From an optimization exercise on the open Yosys and OpenROAD flow, aimed at small area and a short achievable clock period; shortcuts taken in it are not production practice. In this exercise RTL edits were held to simulation tests only and were not proved equivalent to the original. Power figures rest on the tool's default switching activity, not on a simulated workload.

==> inputs of job 6797 <==
==> flow/design.v (excerpt) <==
module seq_mem_top (
  input  logic        clk,
  input  logic        rst_n,
  input  logic        req,
  input  logic        we,
  input  logic [6:0]  addr,
  input  logic [31:0] wdata,
  input  logic [3:0]  be,
  output logic        ready,
  output logic [31:0] rdata,
  output logic        rvalid,
  output logic        err,
  output logic        busy,
  output logic        dbg_state
);
==> module param_seq_memory_array, before the edit <==
module param_seq_memory_array #(
  parameter int NP = 2
) (
  input  logic          clk_i,
  input  logic          clear_i,
  input  logic          wr_en_i,
  input  logic [99:0]   sel_i,
  input  logic [99:0]   rsel_i,
  input  logic [31:0]   wdata_i,
  input  logic [3:0]    be_i,
  output logic [32*NP-1:0] rd_o
);
  logic [31:0] mem_q [100];
  logic [31:0] wd;
  logic [3:0]  wbe;
  assign wd  = clear_i ? '0 : wdata_i;
  assign wbe = ({4{wr_en_i}} & be_i) | {4{clear_i}};
  for (genvar w = 0; w < 100; w++) begin : g_word
    for (genvar k = 0; k < 4; k++) begin : g_lane
      logic s;
      assign s = sel_i[w] & wbe[k];
      psm_reg #(.W(8)) u_lane (
        .clk (clk_i),
        .s   (s),
        .ns  (!s),
        .d   (wd[8*k +: 8]),
        .q   (mem_q[w][8*k +: 8])
      );
    end
  end
  for (genvar b = 0; b < 32; b++) begin : g_bit
    logic [33:0] t_n;
    for (genvar g = 0; g < 33; g++) begin : g_grp
      psm_aoi222 u_aoi (
        .a0 (rsel_i[3*g]),     .b0 (mem_q[3*g][b]),
        .a1 (rsel_i[3*g + 1]), .b1 (mem_q[3*g + 1][b]),
        .a2 (rsel_i[3*g + 2]), .b2 (mem_q[3*g + 2][b]),
        .y  (t_n[g])
      );
    end
    assign t_n[33] = !(rsel_i[99] & mem_q[99][b]);
    for (genvar j = 0; j < NP; j++) begin : g_part
      assign rd_o[NP*b + j] = !(&t_n[(j+1)*34/NP-1 : j*34/NP]);
    end
  end
endmodule
==> module param_seq_memory, before the edit <==
module param_seq_memory (
  input  logic        clk,
  input  logic        rst_n,
  input  logic        req,
  input  logic        we,
  input  logic [6:0]  addr,
  input  logic [31:0] wdata,
  input  logic [3:0]  be,
  output logic        ready,
  output logic [31:0] rdata,
  output logic        rvalid,
  output logic        err,
  output logic        busy,
  output logic        dbg_state
);
  localparam int DEPTH = 100;
  localparam int NP    = 2;
  logic             state_q;    
  logic             state_d;
  logic             run_q;
  logic             ready_q, busy_q;    
  logic [6:0]       cnt_q;
  logic             rvalid_q, err_q;
  logic [32*NP-1:0] resp_q;
  logic [DEPTH-1:0] dec, dec_w;
  logic [32*NP-1:0] rd, resp;
  logic             accept, in_range, sweep_last;
  assign in_range   = addr < 7'(DEPTH);
  assign accept     = req && run_q && state_q;
  assign sweep_last = (cnt_q == 7'(DEPTH - 1));
  always_comb begin
    for (int w = 0; w < DEPTH; w++) begin
      dec[w]   = (addr == 7'(w));
      dec_w[w] = dec[w] || !state_q;
    end
  end
  always_comb begin
    for (int b = 0; b < 32; b++) begin
      if (we && be[b/8] && in_range) begin
        resp[NP*b +: NP] = NP'(wdata[b]);
      end else begin
        resp[NP*b +: NP] = rd[NP*b +: NP];
      end
    end
  end
  always_comb begin
    state_d = state_q;
    if (!run_q)                      state_d = 1'b0;
    else if (!state_q && sweep_last) state_d = 1'b1;
  end
  always_ff @(posedge clk or negedge rst_n) begin
    if (!rst_n) begin
      state_q  <= 1'b1;
      run_q    <= 1'b0;
      ready_q  <= 1'b0;
      busy_q   <= 1'b0;
      cnt_q    <= '0;
      rvalid_q <= 1'b0;
      err_q    <= 1'b0;
      resp_q   <= '0;
    end else begin
      run_q    <= 1'b1;
      state_q  <= state_d;
      ready_q  <= state_d;
      busy_q   <= !state_d;
      rvalid_q <= accept;
      err_q    <= accept && !in_range;
      if (accept) resp_q <= resp;
      if (run_q && !state_q) cnt_q <= sweep_last ? '0 : cnt_q + 7'd1;
    end
  end
  param_seq_memory_array #(.NP(NP)) u_array (
    .clk_i   (clk),
    .clear_i (!state_q),
    .wr_en_i (accept && we),
    .sel_i   (dec_w),
    .rsel_i  (dec),
    .wdata_i (wdata),
    .be_i    (be),
    .rd_o    (rd)
  );
  always_comb begin
    for (int b = 0; b < 32; b++) rdata[b] = |resp_q[NP*b +: NP];
  end
  assign rvalid    = rvalid_q;
  assign err       = err_q;
  assign ready     = ready_q;
  assign busy      = busy_q;
  assign dbg_state = !busy_q;
endmodule
==> flow/config.mk <==
export PLATFORM = sky130hd
export DESIGN_NAME = seq_mem_top
export DESIGN_NICKNAME = seq_mem_top
export VERILOG_FILES = /design/flow/design.v
export SDC_FILE = /design/flow/constraint.sdc
export NUM_CORES = 4
export LEC_CHECK = 0
export CAP_MARGIN = 20
export CORE_MARGIN = 2
export CORE_UTILIZATION = 65
export CTS_CLUSTER_DIAMETER = 60
export CTS_CLUSTER_SIZE = 30
export PLACE_DENSITY = 0.72
export SETUP_SLACK_MARGIN = 3.2
export SLEW_MARGIN = 20
export SYNTH_HIERARCHICAL = 1
==> flow/constraint.sdc <==
create_clock -name core_clock -period 6.0 [get_ports {clk}]
set_input_delay 1.2000 -clock core_clock [delete_from_list [all_inputs] [get_ports {clk}]]
set_output_delay 1.2000 -clock core_clock [all_outputs]
set_load 0.01 [all_outputs]
run.sh (not shown) runs the stock make flow with config.mk's settings and CLKGATE_MAP_FILE= SYNTH_SCRIPT=/design/flow/synth_recipe.tcl, a recipe that flattens the netlist after the stock synthesis.
==> job 7528 (differences from job 6797) <==
--- a/flow/design.v
+++ b/flow/design.v
@@ -7,27 +7,26 @@
   localparam int WR_RESP_OLD  = 1;
   localparam int WR_RESP_NEW  = 2;
 endpackage
-module param_seq_memory_array #(
-  parameter int NP = 2
-) (
+module param_seq_memory_array (
   input  logic          clk_i,
   input  logic          clear_i,
   input  logic          wr_en_i,
   input  logic [99:0]   sel_i,
-  input  logic [99:0]   rsel_i,
   input  logic [31:0]   wdata_i,
   input  logic [3:0]    be_i,
-  output logic [32*NP-1:0] rd_o
+  input  logic [99:0]   rsel_i,
+  input  logic          zero_i,
+  output logic [31:0]   rdata_o
 );
   logic [31:0] mem_q [100];
   logic [31:0] wd;
   logic [3:0]  wbe;
   assign wd  = clear_i ? '0 : wdata_i;
-  assign wbe = ({4{wr_en_i}} & be_i) | {4{clear_i}};
+  assign wbe = {4{wr_en_i}} & be_i;
   for (genvar w = 0; w < 100; w++) begin : g_word
     for (genvar k = 0; k < 4; k++) begin : g_lane
       logic s;
-      assign s = sel_i[w] & wbe[k];
+      assign s = clear_i | (sel_i[w] & wbe[k]);
       psm_reg #(.W(8)) u_lane (
         .clk (clk_i),
         .s   (s),
@@ -48,9 +47,7 @@
       );
     end
     assign t_n[33] = !(rsel_i[99] & mem_q[99][b]);
-    for (genvar j = 0; j < NP; j++) begin : g_part
-      assign rd_o[NP*b + j] = !(&t_n[(j+1)*34/NP-1 : j*34/NP]);
-    end
+    assign rdata_o[b] = !(&t_n) & !zero_i;
   end
 endmodule
 module psm_reg #(
@@ -86,79 +83,67 @@
   output logic        dbg_state
 );
   localparam int DEPTH = 100;
-  localparam int NP    = 2;
   logic             state_q;    
-  logic             state_d;
   logic             run_q;
-  logic             ready_q, busy_q;    
   logic [6:0]       cnt_q;
   logic             rvalid_q, err_q;
-  logic [32*NP-1:0] resp_q;
-  logic [DEPTH-1:0] dec, dec_w;
-  logic [32*NP-1:0] rd, resp;
+  logic             zero_q;
+  logic [DEPTH-1:0] sel_q;
+  logic [DEPTH-1:0] dec;
   logic             accept, in_range, sweep_last;
   assign in_range   = addr < 7'(DEPTH);
-  assign accept     = req && run_q && state_q;
+  assign busy       = !state_q;
+  assign ready      = run_q && state_q;
+  assign accept     = req && ready;
   assign sweep_last = (cnt_q == 7'(DEPTH - 1));
   always_comb begin
-    for (int w = 0; w < DEPTH; w++) begin
-      dec[w]   = (addr == 7'(w));
-      dec_w[w] = dec[w] || !state_q;
-    end
-  end
-  always_comb begin
-    for (int b = 0; b < 32; b++) begin
-      if (we && be[b/8] && in_range) begin
-        resp[NP*b +: NP] = NP'(wdata[b]);
-      end else begin
-        resp[NP*b +: NP] = rd[NP*b +: NP];
-      end
-    end
-  end
-  always_comb begin
-    state_d = state_q;
-    if (!run_q)                      state_d = 1'b0;
-    else if (!state_q && sweep_last) state_d = 1'b1;
+    for (int w = 0; w < DEPTH; w++) dec[w] = (addr == 7'(w));
   end
   always_ff @(posedge clk or negedge rst_n) begin
     if (!rst_n) begin
       state_q  <= 1'b1;
       run_q    <= 1'b0;
-      ready_q  <= 1'b0;
-      busy_q   <= 1'b0;
       cnt_q    <= '0;
       rvalid_q <= 1'b0;
       err_q    <= 1'b0;
-      resp_q   <= '0;
+      zero_q   <= 1'b1;
     end else begin
       run_q    <= 1'b1;
-      state_q  <= state_d;
-      ready_q  <= state_d;
-      busy_q   <= !state_d;
       rvalid_q <= accept;
       err_q    <= accept && !in_range;
-      if (accept) resp_q <= resp;
-      if (run_q && !state_q) cnt_q <= sweep_last ? '0 : cnt_q + 7'd1;
+      if (accept) zero_q <= 1'b0;
+      if (!run_q) begin
+        state_q <= 1'b0;
+      end else if (!state_q) begin
+        cnt_q <= cnt_q + 7'd1;
+        if (sweep_last) begin
+          state_q <= 1'b1;
+          cnt_q   <= '0;
+        end
+      end
     end
   end
-  param_seq_memory_array #(.NP(NP)) u_array (
+  psm_reg #(.W(DEPTH)) u_sel (
+    .clk (clk),
+    .s   (accept),
+    .ns  (!accept),
+    .d   (dec),
+    .q   (sel_q)
+  );
+  param_seq_memory_array u_array (
     .clk_i   (clk),
-    .clear_i (!state_q),
+    .clear_i (busy),
     .wr_en_i (accept && we),
-    .sel_i   (dec_w),
-    .rsel_i  (dec),
+    .sel_i   (dec),
     .wdata_i (wdata),
     .be_i    (be),
-    .rd_o    (rd)
+    .rsel_i  (sel_q),
+    .zero_i  (zero_q),
+    .rdata_o (rdata)
   );
-  always_comb begin
-    for (int b = 0; b < 32; b++) rdata[b] = |resp_q[NP*b +: NP];
-  end
   assign rvalid    = rvalid_q;
   assign err       = err_q;
-  assign ready     = ready_q;
-  assign busy      = busy_q;
-  assign dbg_state = !busy_q;
+  assign dbg_state = state_q;
 endmodule
 module seq_mem_top (
   input  logic        clk,
CORE_UTILIZATION = 45   (was 65)
CTS_CLUSTER_DIAMETER = unset   (was 60)
CTS_CLUSTER_SIZE = unset   (was 30)
PLACE_DENSITY = 0.6   (was 0.72)
SETUP_SLACK_MARGIN = unset   (was 3.2)
==> job 5895 (differences from job 6797) <==
--- a/flow/design.v
+++ b/flow/design.v
@@ -88,9 +88,7 @@
   localparam int DEPTH = 100;
   localparam int NP    = 2;
   logic             state_q;    
-  logic             state_d;
   logic             run_q;
-  logic             ready_q, busy_q;    
   logic [6:0]       cnt_q;
   logic             rvalid_q, err_q;
   logic [32*NP-1:0] resp_q;
@@ -98,12 +96,14 @@
   logic [32*NP-1:0] rd, resp;
   logic             accept, in_range, sweep_last;
   assign in_range   = addr < 7'(DEPTH);
-  assign accept     = req && run_q && state_q;
+  assign busy       = !state_q;
+  assign ready      = run_q && state_q;
+  assign accept     = req && ready;
   assign sweep_last = (cnt_q == 7'(DEPTH - 1));
   always_comb begin
     for (int w = 0; w < DEPTH; w++) begin
       dec[w]   = (addr == 7'(w));
-      dec_w[w] = dec[w] || !state_q;
+      dec_w[w] = dec[w] || busy;
     end
   end
   always_comb begin
@@ -115,35 +115,33 @@
       end
     end
   end
-  always_comb begin
-    state_d = state_q;
-    if (!run_q)                      state_d = 1'b0;
-    else if (!state_q && sweep_last) state_d = 1'b1;
-  end
   always_ff @(posedge clk or negedge rst_n) begin
     if (!rst_n) begin
       state_q  <= 1'b1;
       run_q    <= 1'b0;
-      ready_q  <= 1'b0;
-      busy_q   <= 1'b0;
       cnt_q    <= '0;
       rvalid_q <= 1'b0;
       err_q    <= 1'b0;
       resp_q   <= '0;
     end else begin
       run_q    <= 1'b1;
-      state_q  <= state_d;
-      ready_q  <= state_d;
-      busy_q   <= !state_d;
       rvalid_q <= accept;
       err_q    <= accept && !in_range;
       if (accept) resp_q <= resp;
-      if (run_q && !state_q) cnt_q <= sweep_last ? '0 : cnt_q + 7'd1;
+      if (!run_q) begin
+        state_q <= 1'b0;
+      end else if (!state_q) begin
+        cnt_q <= cnt_q + 7'd1;
+        if (sweep_last) begin
+          state_q <= 1'b1;
+          cnt_q   <= '0;
+        end
+      end
     end
   end
   param_seq_memory_array #(.NP(NP)) u_array (
     .clk_i   (clk),
-    .clear_i (!state_q),
+    .clear_i (busy),
     .wr_en_i (accept && we),
     .sel_i   (dec_w),
     .rsel_i  (dec),
@@ -156,9 +154,7 @@
   end
   assign rvalid    = rvalid_q;
   assign err       = err_q;
-  assign ready     = ready_q;
-  assign busy      = busy_q;
-  assign dbg_state = !busy_q;
+  assign dbg_state = state_q;
 endmodule
 module seq_mem_top (
   input  logic        clk,
CORE_UTILIZATION = 60   (was 65)
PLACE_DENSITY = 0.7   (was 0.72)
==> run notes <==
- Final area, highest first: job 5895, job 6797, job 7528.
- Clock power: job 7528 is higher than job 5895 (about 47%).
- First-iteration DRC count, highest first: job 5895, job 6797, job 7528.
- Count of clock-buffer cells in the layout: job 5895 is lower than job 7528 (288).
- Job 7528 passed the timing, DRC and antenna checks. Job 5895 finished but failed the layout checks on max-slew violations. Job 6797 completed without violations.
- Non-clock buffer count, lowest first: job 7528, job 6797, job 5895.

[afterwards: timing with drivers on the ports]
How much do the figures lean on ideal ports? The routed layouts below were timed once more, with nothing changed but the port constraints.
Step 1: set_driving_cell puts a clkbuf_16 on clk and a buf_2 on each other input, an assumption about the parent block.
Step 2, shift: input delay + t, output delay - t, t = (earliest + latest rising clock arrival at the registers) / 2. This alone moves slack from input paths to output paths.
Slacks: ideal ports / drivers / drivers and shift; pairs: ideal ports / drivers.
run | t (ns) | setup slack, ns | worst setup path after step 2 | worst slew at a driven data input, ns
job 6797 | 0.997 | 2.603 / 2.459 / 1.462 | input to register | 0.28
job 7528 | 1.046 | 0.082 / -0.005 / 0.819 | input to register | 0.22
job 5895 | 0.986 | 1.563 / 1.550 / 0.564 | input to register | 0.26
For job 6797, which loses most, drivers alone change the setup slack by -0.144 ns; drivers and shift together by -1.141 ns.
